Background: an optimization exercise with open tools, aiming at small area, a short achievable clock period and few clock cycles per item. Do not read the settings as production practice.
RTL that was checked went through simulation tests only; none was proved equivalent to the original.
For run 3, only the layout was checked, not whether the RTL still works.
Power and IR drop assume default switching activity.

===== design.v =====
package ftss_pkg;
    localparam int FTSS_SECTOR_BYTES      = 512;
    localparam int FTSS_FILE_SECTOR_LIMIT = 32;
    localparam int FTSS_QUEUE_DEPTH       = 2;
    localparam int STATUS_W = 3;
    localparam int FILE_W   = 16;
    localparam int OFFSET_W = 9;
    localparam int COUNT_W  = 10;
    localparam int ADDR_W   = 4;
    typedef enum logic [STATUS_W-1:0] {
        ST_CHUNK   = 3'd0,
        ST_EMPTY   = 3'd1,
        ST_NOSPACE = 3'd2,
        ST_BADPOS  = 3'd3,
        ST_ERASED  = 3'd4
    } status_t;
    typedef enum logic [1:0] {
        REG_ERASED = 2'd0,
        REG_SPF    = 2'd1,
        REG_MAIN   = 2'd2,
        REG_BACKUP = 2'd3
    } reg_index_t;
endpackage
import ftss_pkg::*;
module file_transfer_sector_splitter
#(
    parameter int SECTOR_BYTES      = FTSS_SECTOR_BYTES,
    parameter int FILE_SECTOR_LIMIT = FTSS_FILE_SECTOR_LIMIT
) (
    input  logic                aclk,
    input  logic                aresetn,
    input  logic                psel,
    input  logic                penable,
    input  logic                pwrite,
    input  logic [ADDR_W-1:0]   paddr,
    input  logic [31:0]         pwdata,
    output logic [31:0]         prdata,
    output logic                pready,
    input  logic                s_valid,
    output logic                s_ready,
    input  logic                s_req_type,
    input  logic [FILE_W-1:0]   s_file_index,
    input  logic signed [31:0]  s_position,
    input  logic [31:0]         s_transfer_length,
    output logic                m_valid,
    input  logic                m_ready,
    output logic [STATUS_W-1:0] m_status,
    output logic [31:0]         m_physical_sector,
    output logic [OFFSET_W-1:0] m_sector_offset,
    output logic [COUNT_W-1:0]  m_chunk_bytes,
    output logic                m_last
);
    logic        erased_reg;
    logic [5:0]  spf_reg;
    logic [31:0] main_reg;
    logic [31:0] backup_reg;
    logic        cfg_write;
    logic [1:0]  cfg_index;
    assign pready    = 1'b1;
    assign cfg_write = psel && penable && pwrite;
    assign cfg_index = paddr[3:2];
    always_ff @(posedge aclk) begin
        if (!aresetn) begin
            erased_reg <= 1'b0;
            spf_reg    <= 6'd1;
            main_reg   <= 32'd0;
            backup_reg <= 32'd1;
        end else if (cfg_write) begin
            unique case (cfg_index)
                REG_ERASED: erased_reg <= pwdata[0];
                REG_SPF:    spf_reg    <= pwdata[5:0];
                REG_MAIN:   main_reg   <= pwdata;
                REG_BACKUP: backup_reg <= pwdata;
                default:    erased_reg <= erased_reg;
            endcase
        end
    end
    always_comb begin
        unique case (cfg_index)
            REG_ERASED: prdata = {31'd0, erased_reg};
            REG_SPF:    prdata = {26'd0, spf_reg};
            REG_MAIN:   prdata = main_reg;
            REG_BACKUP: prdata = backup_reg;
            default:    prdata = '0;
        endcase
    end
    logic        a_big, b_big, cfg_eq;
    always_comb begin
        a_big  = |main_reg[31:22];
        b_big  = |backup_reg[31:22];
        cfg_eq = (a_big == b_big) && (main_reg[21:0] == backup_reg[21:0]);
    end
    logic [5:0]          spf_e;
    logic                pos_oob;
    logic [STATUS_W-1:0] in_status;
    logic [15:0]         in_sum;
    logic [14:0]         in_end;
    logic [20:0]         in_s0;
    logic [20:0]         pp0, pp1, pp2, pp3, pp4, pp5;
    logic [41:0]         cs1, cs2, cs3, cs4;
    function automatic logic [41:0] csa(input logic [20:0] x, input logic [20:0] y,
                                        input logic [20:0] z);
        logic [20:0] sum, cry;
        sum = x ^ y ^ z;
        cry = {((x[19:0] & y[19:0]) | (x[19:0] & z[19:0]) | (y[19:0] & z[19:0])), 1'b0};
        csa = {cry, sum};
    endfunction
    logic                r_valid;
    logic [STATUS_W-1:0] r_status;
    logic [20:0]         r_s0;
    logic [13:0]         r_pos;
    logic [14:0]         r_end;
    logic                o_take;
    always_comb begin
        spf_e   = spf_reg[5] ? 6'd32 : {1'b0, spf_reg[4:0]};
        pos_oob = (|s_position[30:14]) || ({1'b0, s_position[13:9]} >= spf_e);
        if (erased_reg)
            in_status = ST_ERASED;
        else if (s_position[31])
            in_status = ST_BADPOS;
        else if (pos_oob)
            in_status = s_req_type ? ST_NOSPACE : ST_EMPTY;
        else if (s_transfer_length == 32'd0)
            in_status = ST_EMPTY;
        else
            in_status = ST_CHUNK;
        in_sum = {2'b00, s_position[13:0]} + {1'b0, s_transfer_length[14:0]};
        in_end = ((|s_transfer_length[31:15]) || (in_sum[15:9] >= {1'b0, spf_e}))
               ? {spf_e, 9'd0} : in_sum[14:0];
        pp0 = {5'd0, s_file_index & {16{spf_e[0]}}};
        pp1 = {4'd0, s_file_index & {16{spf_e[1]}}, 1'b0};
        pp2 = {3'd0, s_file_index & {16{spf_e[2]}}, 2'b0};
        pp3 = {2'd0, s_file_index & {16{spf_e[3]}}, 3'b0};
        pp4 = spf_e[5] ? {s_file_index, 5'd0} : {1'd0, s_file_index & {16{spf_e[4]}}, 4'b0};
        pp5 = {16'd0, s_position[13:9]};
        cs1    = csa(pp0, pp1, pp2);
        cs2    = csa(pp3, pp4, pp5);
        cs3    = csa(cs1[20:0], cs1[41:21], cs2[20:0]);
        cs4    = csa(cs3[20:0], cs3[41:21], cs2[41:21]);
        in_s0  = cs4[20:0] + cs4[41:21];
    end
    assign s_ready = !r_valid || o_take;
    always_ff @(posedge aclk) begin
        if (!aresetn) begin
            r_valid <= 1'b0;
        end else if (s_valid && s_ready) begin
            r_valid <= 1'b1;
        end else if (o_take) begin
            r_valid <= 1'b0;
        end
    end
    always_ff @(posedge aclk) begin
        if (s_valid && s_ready) begin
            r_status <= in_status;
            r_s0     <= in_s0;
            r_pos    <= s_position[13:0];
            r_end    <= in_end;
        end
    end
    logic                o_valid;
    logic [STATUS_W-1:0] o_status;
    logic [21:0]         o_sector;
    logic [13:0]         o_pos;      
    logic [4:0]          o_ke;       
    logic [9:0]          o_lb;       
    logic                o_more;     
    logic                o_last;
    logic [9:0]          o_top;
    always_comb begin
        o_last = !o_more;
        o_top  = o_last ? o_lb : 10'd512;
    end
    logic                sx_step;
    logic [21:0]         sx_x;
    logic [22:0]         sx_da, sx_db;
    logic                sx_a_ge, sx_b_ge, sx_a_m1, sx_b_m1, sx_a_m2, sx_b_m2;
    logic                sx_g1, sx_g2, sx_e1, sx_f;
    logic [1:0]          sx_inc;
    logic [21:0]         sx_sector;
    always_comb begin
        sx_step = o_more;
        sx_x    = sx_step ? o_sector : {1'b0, r_s0};
        sx_da   = {1'b0, sx_x} - {1'b0, main_reg[21:0]};
        sx_db   = {1'b0, sx_x} - {1'b0, backup_reg[21:0]};
        sx_a_ge = !a_big && !sx_da[22];
        sx_b_ge = !b_big && !sx_db[22];
        sx_a_m1 = !a_big && (sx_da == 23'h7F_FFFF);
        sx_b_m1 = !b_big && (sx_db == 23'h7F_FFFF);
        sx_a_m2 = !a_big && (sx_da == 23'h7F_FFFE);
        sx_b_m2 = !b_big && (sx_db == 23'h7F_FFFE);
        sx_g1   = sx_a_ge || sx_b_ge;
        sx_g2   = cfg_eq ? sx_g1 : ((sx_a_ge || sx_a_m1) && (sx_b_ge || sx_b_m1));
        sx_e1   = sx_a_m1 || sx_b_m1;
        sx_f    = cfg_eq || sx_a_m2 || sx_b_m2;
        if (sx_step)
            sx_inc = sx_e1 ? (sx_f ? 2'd3 : 2'd2) : 2'd1;
        else
            sx_inc = {sx_g1 && sx_g2, sx_g1 ^ sx_g2};
        sx_sector = sx_x + {20'd0, sx_inc};
    end
    logic o_done, o_step;
    assign o_done = o_valid && m_ready && o_last;
    assign o_take = !o_valid || o_done;
    assign o_step = o_valid && m_ready && !o_last;
    always_ff @(posedge aclk) begin
        if (!aresetn) begin
            o_valid <= 1'b0;
            o_more  <= 1'b0;
        end else if (o_take) begin
            o_valid <= r_valid;
            o_more  <= r_valid && (r_status == ST_CHUNK)
                    && (5'(r_end[14:9] - {5'd0, r_end[8:0] == 9'd0}) != r_pos[13:9]);
        end else if (o_step) begin
            o_more  <= (o_ke != o_pos[13:9] + 5'd1);
        end
    end
    always_ff @(posedge aclk) begin
        if (o_take && r_valid) begin
            o_status <= r_status;
            if (r_status == ST_CHUNK) begin
                o_sector <= sx_sector;
                o_pos    <= r_pos;
                o_ke     <= 5'(r_end[14:9] - {5'd0, r_end[8:0] == 9'd0});
                o_lb     <= {r_end[8:0] == 9'd0, r_end[8:0]};
            end else begin
                o_sector <= '0;
                o_pos    <= '0;
                o_ke     <= '0;
                o_lb     <= '0;
            end
        end else if (o_step) begin
            o_sector <= sx_sector;
            o_pos    <= {o_pos[13:9] + 5'd1, 9'd0};
        end
    end
    assign m_valid           = o_valid;
    assign m_status          = o_status;
    assign m_physical_sector = {10'd0, o_sector};
    assign m_sector_offset   = o_pos[8:0];
    assign m_chunk_bytes     = o_top - {1'b0, o_pos[8:0]};
    assign m_last            = o_last;
endmodule

===== flow/run.sh =====
#!/bin/bash
# The standard layout (standard.sh), with Yosys's adder-cell mapping turned off
# (ABC maps adders and comparators as plain logic) and the port buffers made as
# sky130_fd_sc_hd__buf_1 cells. Registers are those of the standard synthesis.
set -euo pipefail
bash standard.sh ADDER_MAP_FILE= "BUFFER_PORTS_ARGS=-buffer_cell sky130_fd_sc_hd__buf_1" finish > make_finish.log 2>&1

===== standard.sh =====
#!/bin/bash
# synth_recipe.tcl (not shown) runs the flow's synth.tcl, then flattens the netlist and writes it again
# the make line also repeats each setting of config.mk as NAME=value (left out here)
make -C /OpenROAD-flow-scripts/flow DESIGN_CONFIG=/design/flow/config.mk WORK_HOME=/design/flow/orfs CLKGATE_MAP_FILE= SYNTH_SCRIPT=/design/flow/synth_recipe.tcl "${@:-finish}"

===== config.mk =====
export PLATFORM = sky130hd
export DESIGN_NAME = file_transfer_sector_splitter
export DESIGN_NICKNAME = file_transfer_sector_splitter
export VERILOG_FILES = /design/flow/design.v
export SDC_FILE = /design/flow/constraint.sdc
export NUM_CORES = 4
export LEC_CHECK = 0
export ABC_AREA = 1
export CAP_MARGIN = 20
export CORE_MARGIN = 2
export CORE_UTILIZATION = 40
export SETUP_SLACK_MARGIN = 1.2
export SLEW_MARGIN = 20

===== constraint.sdc =====
create_clock -name core_clock -period 5.5 [get_ports {aclk}]
set_input_delay 1.1000 -clock core_clock [delete_from_list [all_inputs] [get_ports {aclk}]]
set_output_delay 1.1000 -clock core_clock [all_outputs]
set_load 0.01 [all_outputs]

==> results.py, run 1 <==
metrics = {
    "clock_network": {
        "h-tree-depth": 4,
        "tritoncts.num_buffers": 17,
        "cts_max_path_buffers": 2,
        "cts_tree": "done",
        "clock_latency_ns": 0.47,
        "cts-hold-fix-buffers": 0,
        "clock-root-buffer": "clkbuf_16",
        "clk_pin_slew_ns": 0.08,
        "clock_sinks": 180,
    },
    "die": {
        "dieArea_um2": 43200,
        "die_y_um": 208,
        "num_io_pins": 214,
        "dieWidth_um": 208,
        "core_um2": 40900,
        "initial_core_util": 0.406,
        "fp-row-count": 74,
    },
    "setup_path": {
        "cp.required_ns": 5.75,
        "arrival_ns": 4.29,
        "worstSetupPathType": "register to register",
        "critPathCaptureType": "register",
        "critPathLaunchType": "register",
        "worstPathMaxFanout": 38,
    },
    "synth": {
        "synth_commonest_cells": "nand2_1, inv_1, nor2_1",
        "yosys.area.top_type": "nand2_1",
        "ys_ff_latch": 180,
        "synth-edff-count": 106,
        "synth_area_um2": 16600,
        "synth_area_leaders": "nand2_1, edfxtp_1, dfxtp_1",
        "yosysMostFrequentCell": "nand2_1",
        "ys.flop_type": "edfxtp_1",
        "ys_seq_area_frac": 0.281,
        "synthCells": 2736,
        "ys_types": 63,
        "synthArstFlopShare": 0,
        "synth_top_area_frac": 0.204,
        "synth_area_per_cell_um2": 6.07,
        "yosysWarningCount": 1,
    },
    "power": {
        "switching_share": 0.404,
        "p_total_mw": 4.49,
        "pwr-share-seq": 0.351,
        "p_int_mw": 2.68,
        "p_switching_mw": 1.82,
        "p_leak_nw": 8.84,
        "p_per_area_nw_per_um2": 242,
        "combPwrFrac": 0.366,
        "irDropWorstVdd_uv": 221,
        "clkPwrFrac": 0.283,
    },
    "drt": {
        "drt-initial-drc-count": 1483,
        "totalWireLength_mm": 55.0,
        "drt_pass1_iterations": 8,
        "drtAntennaViolNets": 0,
        "wl_per_cell_um": 15.9,
        "drcViolationCount": 0,
        "vias": 18000,
        "drt-vias-per-instance": 5.20,
    },
    "global_routing": {
        "grt_pass1_wl_mm": 86.1,
        "grt_max_degree": 54,
        "antenna_found_initial": 2,
        "grt_use_total": 0.248,
        "grt.overflow.total": 0,
        "grt_pass1_vias": 16500,
    },
    "cells_and_area": {
        "stdcell_count": 3468,
        "post-route-cell-area_um2": 18600,
        "final_util": 0.454,
        "layout.nets": 3045,
        "layout-drive-gt1-share": 0.0770,
        "nFillCells": 4399,
        "syn2layout_area_growth_pct": 11.8,
    },
    "placed_design": {
        "dp_slack_ns": 0.756,
        "globalplace.congestion": 0.927,
        "dp.cells": 3420,
        "placed_area_um2": 17700,
        "portBuffers": 200,
        "dp_hpwl_mm": 44.8,
    },
    "timing": {
        "tightest_slew_ns": 1.06,
        "hold_viol": 0,
        "tns_ns": 0,
        "fin_crit_ns": 4.04,
        "hold_ws_ns": 0.444,
        "fin_skew_ns": 0.0117,
        "fin_ws_ns": 1.46,
        "max_freq_ghz": 0.247,
        "drv_slew": 0,
        "period_share": 0.735,
        "setup_violations": 0,
        "rsz0062_at_grt": "true",
        "relSlewSlack": 0.289,
    },
    "flow_run": {
        "cap_violations": 0,
    },
    "outcome": {
        "status": "no timing/DRC/antenna violations",
    },
    "worst_hold_path": {
        "hold_class": "register to register",
    },
}
[cells by family (layout without fill, tap and decap cells)]
logic type	after synthesis	count (layout)	share of synthesized area
AO/OA/AOI/OAI	377	377	0.131
AND/OR/NAND/NOR	1609	1609	0.416
flip-flops	180	180	0.281
buffers and inverters	463	652	0.115
other	2	13	0.000452
XOR/XNOR	105	105	0.0563
[power groups by stage]
| stage | Clock, mW | Combinational [mW] | Sequential, mW |
|---|---|---|---|
| 2_1_floorplan | 0 | 1.16 | 1.59 |
| 3_3_place_gp | 0 | 1.57 | 1.60 |
| 3_5_place_dp | 0 | 1.58 | 1.61 |
| 4_1_cts | 1.30 | 1.61 | 1.57 |
| 5_1_grt | 1.34 | 1.85 | 1.58 |
| 6_report | 1.27 | 1.64 | 1.58 |
[final cells by class]
cell class	instances	area [um2]	area share
Antenna cell	2	5.00	0.000270
Timing Repair inverter	1	8.76	0.000472
Sequential cell	180	4670	0.251
Inverter	395	1500	0.0808
Tap cell	532	666	0.0358
Clock buffer	18	439	0.0237
Multi-Input combinational cell	2102	10100	0.547
Clock inverter	14	161	0.00869
Timing Repair Buffer	224	970	0.0522
[placed cells by master, fill, tap and decap left out, drive strengths merged, types with 63 or more instances in the layout]
master,synthesis,final
nand2,978,978
inv,390,396
nor2,305,305
buf,37,222
nand3,192,192
o21ai,133,133
a21oi,132,132
edfxtp,106,106
dfxtp,74,74
xor2,70,70
nand4,63,63
[routing by layer]
layer  vias up  global-route usage  share of wire
li1       9179                   -              -
met5         -                   0              0
met1      8283               0.330           0.45
met2       493               0.421           0.47
met3        78              0.0295          0.051
met4         0              0.0758          0.026
[worst max-delay path: stages, from the launching register on]
cell and delay, ns:
dfxtp_4 0.38, buf_16 0.20, nand2_1 0.19, nand2_4 0.09, nand2_1 0.21, nand2_1 0.15, nor2_1 0.22, nand2_1 0.14
nor2_1 0.20, nand3_1 0.13, nand3_1 0.10, nand2_1 0.05, nand2_1 0.05, nand3_1 0.12, nor2_4 0.19, nand3_1 0.11
nand3_1 0.13, nand2_1 0.09, nand2_1 0.12, nand2_2 0.08, o21ai_4 0.27, nand3_1 0.20, a21oi_1 0.38
[path summary, 6_finish.rpt]
| check | slack (ns) | depth (start not counted) | start | endpoint |
|---|---|---|---|---|
| max reg2reg | 1.46 | 22 | o_more$_SDFFE_PN0P_ | o_sector[8]$_DFFE_PP_ |
| min | 0.44 | 0 | r_status[0]$_SDFFCE_PP0P_ | o_status[0]$_DFFE_PP_ |
| min reg2reg | 0.44 | 0 | r_status[0]$_SDFFCE_PP0P_ | o_status[0]$_DFFE_PP_ |
| max | 1.46 | 22 | o_more$_SDFFE_PN0P_ | o_sector[8]$_DFFE_PP_ |
[what timing repair did]
item	in CTS	in global routing
hold endpoints to repair	0	0
endpoints found under the setup margin	26	45
setup buffers	2	11
pin swaps	1	3
gates cloned	0	1
resized for setup	7	24
Testbench counts, summed over its fixed seeds: cycles 49,244, requests 12,000.
==> inputs of run 2 (changes only) <==
--- a/config.mk
+++ b/config.mk
@@ -8,6 +8,6 @@
 export ABC_AREA = 1
 export CAP_MARGIN = 20
 export CORE_MARGIN = 2
-export CORE_UTILIZATION = 40
+export CORE_UTILIZATION = 55
 export SETUP_SLACK_MARGIN = 1.2
 export SLEW_MARGIN = 20
==> run 2 against run 1 <==
Net effect: total power is 0.58% lower; synthesized cell count stayed put; critical endpoint is now o_sector[11]$_DFFE_PP_; sequential cell count stayed put; first-iteration DRC count is 27% higher; largest cell class unchanged; routed wire length is 2.9% lower.
==> results.py, run 2 <==
metrics = {
    "cells_and_area": {
        "layout-drive-gt1-share": 0.0760,
        "layout_common_cells": "nand2_1, inv_1, nor2_1",
        "syn2layout_area_growth_pct": 10.9,
        "nFillCells": 2966,
        "post-route-cell-area_um2": 18400,
        "stdcell_count": 3327,
        "final_common_cell": "nand2_1",
        "final_util": 0.620,
        "layout.nets": 3047,
        "seqCellArea_um2": 4670,
        "multiInputGateArea_um2": 10100,
    },
    "clock_network": {
        "h-tree-depth": 4,
        "clock_sinks": 180,
        "cts_tree": "done",
        "clock_latency_ns": 0.45,
        "clock-root-buffer": "clkbuf_16",
        "clk_pin_slew_ns": 0.08,
        "tritoncts.num_buffers": 17,
        "cts_max_path_buffers": 2,
    },
    "synth": {
        "synth_commonest_cells": "nand2_1, inv_1, nor2_1",
        "yosys.area.top_type": "nand2_1",
        "ys_seq_area_frac": 0.281,
        "yosysMostFrequentCell": "nand2_1",
        "ys.flop_type": "edfxtp_1",
        "synth_area_per_cell_um2": 6.07,
        "synth_area_um2": 16600,
        "synthCells": 2736,
        "synthArstFlopShare": 0,
        "yosysWarningCount": 1,
        "synth_top_area_frac": 0.204,
        "synth-edff-count": 106,
        "ys_types": 63,
        "ys_ff_latch": 180,
        "synth_area_leaders": "nand2_1, edfxtp_1, dfxtp_1",
    },
    "power": {
        "p_per_area_nw_per_um2": 242,
        "p_leak_nw": 8.86,
        "irDropWorstVdd_uv": 247,
    },
    "drt": {
        "wl_met2_mm": 25.1,
        "drt-vias-per-instance": 5.52,
        "drt-initial-drc-count": 1885,
        "wl_met1_mm": 22.6,
        "drcViolationCount": 0,
        "drt_pass1_iterations": 6,
        "totalWireLength_mm": 53.4,
        "drtAntennaViolNets": 0,
        "vias": 18400,
        "dr_wl_met3_mm": 4.12,
        "top_layer": "met5",
        "wl_per_cell_um": 16.1,
    },
    "worst_hold_path": {
        "hold_class": "register to register",
    },
    "timing": {
        "tns_ns": 0,
        "fin_crit_ns": 4.15,
        "period_share": 0.754,
        "relSlewSlack": 0.417,
        "setup_violations": 0,
        "tightest_slew_ns": 0.874,
        "max_freq_ghz": 0.241,
        "rsz0062_at_grt": "false",
        "drv_slew": 0,
        "hold_viol": 0,
        "fin_skew_ns": 0.0122,
    },
    "setup_path": {
        "cp.required_ns": 5.70,
        "crit_chain": "buf_12 -> clkbuf_16 -> nand2_1 -> inv_1 -> nor2_1 -> o21bai_1 -> o21bai_1 -> a21oi_1 -> nand2_1 -> a21oi_1 -> nand3_1 -> nor2_2 -> nand2_1 -> nand2_1 -> nand3_1 -> nand3_2 -> a21oi_1 -> o21ai_4 -> buf_12 -> nand2_1 -> o21ai_0 -> a21oi_1",
        "crit_slowest_cell": "dfxtp_4",
        "cpPeakStageDelay_ns": 0.41,
        "critPathLaunchType": "register",
        "worstSetupPathType": "register to register",
        "path_common_cell": "nand2_1",
        "critPathCaptureType": "register",
        "arrival_ns": 4.35,
        "worstPathMaxFanout": 19,
    },
    "global_routing": {
        "grt.overflow.total": 0,
        "grt_pass1_wl_mm": 83.1,
        "antenna_found_initial": 3,
        "grt_max_degree": 62,
        "grt_use_total": 0.333,
        "grt_pass1_vias": 16500,
    },
    "placed_design": {
        "portBuffers": 200,
        "globalplace.congestion": 0.985,
        "placed_area_um2": 17600,
        "dp.cells": 3282,
        "dp_hpwl_mm": 42.8,
    },
    "die": {
        "fp-row-count": 63,
        "core_um2": 29700,
        "dieArea_um2": 31600,
        "initial_core_util": 0.559,
        "num_io_pins": 214,
        "dieWidth_um": 178,
        "die_y_um": 178,
    },
    "outcome": {
        "status": "no timing/DRC/antenna violations",
    },
    "flow_run": {
        "cap_violations": 0,
    },
}
==> run 2: per-stage QoR <==
step | total power, mW | worst slack (ns) | hold WS (ns)
global placement | 3.14 | 0.981 | 0.430
CTS | 4.40 | 1.10 | 0.478
detailed placement | 3.17 | 0.919 | 0.451
floorplan | 2.76 | 1.29 | 0.427
finish | 4.47 | 1.35 | 0.479
global route | 4.73 | 1.20 | 0.497
==> run 2: area by class of cell <==
| type | count | share of cell area |
|---|---|---|
| diodes | 1 | 0.000136 |
| clock buffers | 17 | 0.0231 |
| well taps | 390 | 0.0265 |
| repair buffers | 226 | 0.0562 |
| multi-input cells | 2102 | 0.549 |
| clock inverters | 15 | 0.00917 |
| inverters | 395 | 0.0816 |
| repair inverters | 1 | 0.000475 |
| flip-flops and latches | 180 | 0.253 |
==> run 2: per-layer routing <==
| layer | vias up | GRT usage |
|---|---|---|
| met2 | 724 | 0.560 |
| met4 | 2 | 0.118 |
| met5 | - | 0 |
| li1 | 9192 | - |
| met1 | 8356 | 0.431 |
| met3 | 102 | 0.0538 |
==> run 2: power breakdown <==
group          switching (mW)  total [mW]  internal [mW]
logic                    1.13        1.63          0.500
registers              0.0575        1.58           1.52
clock network           0.640        1.25          0.612
total                    1.83        4.47           2.63
==> run 2: logic make-up after synthesis <==
family	count (synthesis)	synth area share
AND/OR/NAND/NOR	1609	0.416
buffers and inverters	463	0.115
AO/OA/AOI/OAI	377	0.131
flip-flops	180	0.281
XOR/XNOR	105	0.0563
other	2	0.000452
==> run 2: final timing paths <==
check                                          startpoint                      to  slack (ns)  depth (start not counted)
worst max-delay path                  o_more$_SDFFE_PN0P_  o_sector[11]$_DFFE_PP_        1.35                         22
worst min-delay path            r_status[2]$_SDFFCE_PP1P_   o_status[2]$_DFFE_PP_        0.48                          0
worst max register to register        o_more$_SDFFE_PN0P_  o_sector[11]$_DFFE_PP_        1.35                         22
worst min register to register  r_status[2]$_SDFFCE_PP1P_   o_status[2]$_DFFE_PP_        0.48                          0
==> run 2: worst max-delay path, delay by kind of cell (launching register included) <==
kind                   cells  cell delay, ns
flip-flops                 1            0.41
AO/OA/AOI/OAI              8            1.44
AND/OR/NAND/NOR           10            1.41
buffers and inverters      4            0.64
==> run 2: timing repair <==
action / in CTS / in global routing
hold endpoints to repair: 0 / 0
buffers inserted: 0 / 10
pin swaps: 0 / 3
resized for setup: 5 / 29
cloned: 0 / 2
endpoints found under the setup margin: 16 / 46
hold buffers: 0 / 0
==> inputs of run 3 (changes only) <==
--- a/design.v
+++ b/design.v
@@ -177,6 +177,8 @@
     logic                sx_g1, sx_g2, sx_e1, sx_f;
     logic [1:0]          sx_inc;
     logic [21:0]         sx_sector;
+    logic [19:0]         sx_up1;
+    logic [2:0]          sx_lo;
     always_comb begin
         sx_step = o_more;
         sx_x    = sx_step ? o_sector : {1'b0, r_s0};
@@ -196,7 +198,9 @@
             sx_inc = sx_e1 ? (sx_f ? 2'd3 : 2'd2) : 2'd1;
         else
             sx_inc = {sx_g1 && sx_g2, sx_g1 ^ sx_g2};
-        sx_sector = sx_x + {20'd0, sx_inc};
+        sx_up1    = sx_x[21:2] ^ (sx_x[21:2] + 20'd1);
+        sx_lo     = {1'b0, sx_x[1:0]} + {1'b0, sx_inc};
+        sx_sector = {sx_x[21:2] ^ (sx_up1 & {20{sx_lo[2]}}), sx_lo[1:0]};
     end
     logic o_done, o_step;
     assign o_done = o_valid && m_ready && o_last;
--- a/config.mk
+++ b/config.mk
@@ -8,6 +8,6 @@
 export ABC_AREA = 1
 export CAP_MARGIN = 20
 export CORE_MARGIN = 2
-export CORE_UTILIZATION = 55
-export SETUP_SLACK_MARGIN = 1.2
+export CORE_UTILIZATION = 40
+export SETUP_SLACK_MARGIN = 1.5
 export SLEW_MARGIN = 20
==> run 3 against run 2 <==
Net effect: first-iteration DRC count shrank 22%; clock-buffer cell count is the same; still clean; core utilization shrank 15 points; maximum frequency grew 5.8%; final cell count grew 9.8%.
==> results.py, run 3 <==
metrics = {
    "outcome": {
        "status": "no timing/DRC/antenna violations",
    },
    "cells_and_area": {
        "layout.nets": 3224,
        "layout-drive-gt1-share": 0.0983,
        "post-route-cell-area_um2": 19800,
        "layout_common_cells": "nand2_1, inv_1, nor2_1",
        "antenna-diode-count": 0,
        "syn2layout_area_growth_pct": 16.1,
        "stdcell_count": 3652,
        "final_common_cell": "nand2_1",
    },
    "die": {
        "die_y_um": 210,
        "dieWidth_um": 210,
        "initial_core_util": 0.406,
        "num_io_pins": 214,
        "core_um2": 41900,
        "dieArea_um2": 44200,
        "fp-row-count": 75,
    },
    "drt": {
        "wl_met1_mm": 26.5,
        "dr_wl_met3_mm": 4.39,
        "vias": 19200,
        "totalWireLength_mm": 61.5,
        "top_layer": "met4",
        "drt_pass1_iterations": 6,
        "drt-initial-drc-count": 1467,
        "wl_met2_mm": 28.5,
        "wl_per_cell_um": 16.8,
        "drt-vias-per-instance": 5.25,
        "drtAntennaViolNets": 0,
        "drcViolationCount": 0,
    },
    "clock_network": {
        "h-tree-depth": 4,
        "tritoncts.num_buffers": 17,
        "clock_sinks": 180,
        "cts_max_path_buffers": 2,
        "clock-root-buffer": "clkbuf_16",
        "clock_latency_ns": 0.46,
        "clk_pin_slew_ns": 0.08,
        "cts_tree": "done",
    },
    "timing": {
        "tightest_slew_ns": 0.963,
        "relSlewSlack": 0.358,
        "tns_ns": 0,
        "drv_slew": 0,
        "period_share": 0.712,
        "rsz0062_at_grt": "true",
        "fin_skew_ns": 0.0102,
        "setup_violations": 0,
        "hold_viol": 0,
        "fin_crit_ns": 3.92,
        "max_freq_ghz": 0.255,
    },
    "global_routing": {
        "grt_use_total": 0.268,
        "grt_pass1_vias": 17700,
        "grt_max_degree": 72,
        "grt_pass1_wl_mm": 92.8,
        "grt.overflow.total": 0,
        "antenna_found_initial": 0,
    },
    "setup_path": {
        "worstSetupPathType": "register to output pin",
        "critPathLaunchType": "register",
        "critPathCaptureType": "output pin",
        "worstPathMaxFanout": 4,
        "arrival_ns": 2.82,
        "cp.required_ns": 4.40,
    },
    "synth": {
        "synth_area_um2": 17000,
        "ys_ff_latch": 180,
        "synth_area_per_cell_um2": 5.88,
        "yosysWarningCount": 1,
        "yosys.area.top_type": "nand2_1",
        "ys.flop_type": "edfxtp_1",
        "synth_top_area_frac": 0.226,
        "ys_types": 49,
        "synthArstFlopShare": 0,
        "synth-edff-count": 106,
        "yosysMostFrequentCell": "nand2_1",
        "ys_seq_area_frac": 0.274,
        "synth_area_leaders": "nand2_1, edfxtp_1, dfxtp_1",
        "synth_commonest_cells": "nand2_1, inv_1, nor2_1",
        "synthCells": 2897,
    },
    "placed_design": {
        "placed_area_um2": 18200,
        "portBuffers": 200,
        "globalplace.congestion": 0.932,
        "dp_hpwl_mm": 47.9,
        "dp.cells": 3584,
    },
    "worst_hold_path": {
        "hold_class": "register to register",
    },
    "power": {
        "p_per_area_nw_per_um2": 241,
        "irDropWorstVdd_uv": 141,
        "p_leak_nw": 9.57,
    },
    "flow_run": {
        "cap_violations": 0,
    },
}
[run 3: cell count changes after synthesis, sizes merged, moves of 3 or more]
cell | previous run | this run
a21boi | 12 | 9
a21oi | 132 | 136
and2 | 0 | 3
buf | 37 | 44
clkinv | 5 | 8
inv | 390 | 404
nand2 | 978 | 1067
nand3 | 192 | 189
nand4 | 63 | 81
nor2 | 305 | 350
o22ai | 50 | 45
or4 | 4 | 1
[run 3: final timing paths]
kind,slack [ns],cells after the start,endpoint,start
worst min-delay path,0.45,0,o_status[2]$_DFFE_PP_,r_status[2]$_SDFFCE_PP1P_
worst max-delay path,1.58,17,m_chunk_bytes[9],o_more$_SDFFE_PN0P_
worst min register to register,0.45,0,o_status[2]$_DFFE_PP_,r_status[2]$_SDFFCE_PP1P_
worst max register to register,1.65,27,o_sector[12]$_DFFE_PP_,o_more$_SDFFE_PN0P_
[run 3: layout make-up]
cell class              count  area (um2)
multi-input cells        2240       11000
inverters                 412        1590
fillers                  4546       22200
repair buffers            246        1270
well taps                 539         674
clock buffers              17         425
repair inverters            3        27.5
flip-flops and latches    180        4670
clock inverters            15         149
[run 3: critical path, cell delays in order, from the launching register on]
cell	delay (ns)
dfxtp_4	0.38
buf_12	0.13
inv_16	0.04
buf_12	0.11
a21oi_4	0.12
inv_2	0.06
a21oi_4	0.14
inv_2	0.05
a21oi_2	0.13
inv_1	0.07
a21oi_2	0.19
o21ai_2	0.09
a21oi_2	0.17
o21ai_2	0.09
nand2_1	0.09
a31oi_2	0.10
xor2_1	0.22
buf_2	0.17
[run 3: per-stage QoR]
stage | hold slack, ns | total power, mW | util | setup WS, ns
6_report | 0.453 | 4.77 | 0.471 | 1.58
5_1_grt | 0.457 | 5.06 | 0.471 | 1.42
4_1_cts | 0.454 | 4.61 | 0.454 | 1.49
3_5_place_dp | 0.436 | 3.35 | 0.433 | 0.701
3_3_place_gp | 0.438 | 3.33 | 0.433 | 0.702
2_1_floorplan | 0.427 | 2.87 | - | 1.90
[run 3: power breakdown]
part           total, mW  internal [mW]  switching, mW  leakage [nW]
clock               1.24          0.637          0.602         0.278
sequential          1.60           1.54         0.0631          1.62
combinational       1.93          0.606           1.32          7.66
[run 3: metal layers]
layer,track usage,up-vias
met3,0.0411,103
met1,0.350,8777
met4,0.102,0
met2,0.448,626
met5,0,-
li1,-,9679
[run 3: cells by family (layout without fill, tap and decap cells)]
family / count (synthesis) / after routing / synth area share
xor+xnor: 104 / 104 / 0.0535
compound gates: 365 / 365 / 0.119
flops: 180 / 180 / 0.274
buf+inv: 486 / 693 / 0.116
other cells: 2 / 11 / 0.000441
simple gates: 1760 / 1760 / 0.437
[run 3: what timing repair did]
| item | in CTS | in global routing |
|---|---|---|
| setup buffers | 11 | 18 |
| hold buffers | 0 | 0 |
| pin swaps | 8 | 24 |
| resized for setup | 38 | 139 |
| cloned | 3 | 4 |
| endpoints found under the setup margin | 46 | 54 |

-- static timing again, ports no longer ideal --
How much do the figures lean on ideal ports? The routed layouts below were timed once more, with nothing changed but the port constraints. Step 1, drivers: a clkbuf_16 drives aclk and a buf_2 each remaining input, both assumed. Step 2 also shifts input and output timing later by t, the mid clock arrival at the registers, as if the neighbouring blocks saw the same clock. Three values: ideal ports, drivers, drivers and shift; two values: the first two.
run	t, ns	slack for setup (ns)	hold slack, ns	latest minus earliest clock arrival (ns)	slew at the worst register clock pin (ns)
run 1	0.509	1.459 / 1.427 / 1.131	0.444 / 0.444 / 0.444	0.013 / 0.012	0.08 / 0.08
run 2	0.497	1.355 / 1.355 / 1.147	0.479 / 0.479 / 0.479	0.013 / 0.013	0.08 / 0.08
run 3	0.508	1.583 / 1.533 / 1.249	0.453 / 0.453 / 0.453	0.010 / 0.010	0.08 / 0.08
After both steps setup and hold are still met in every run listed. The setup slack of run 3, which loses most, moves by -0.050 ns with the drivers and by -0.334 ns with both steps.
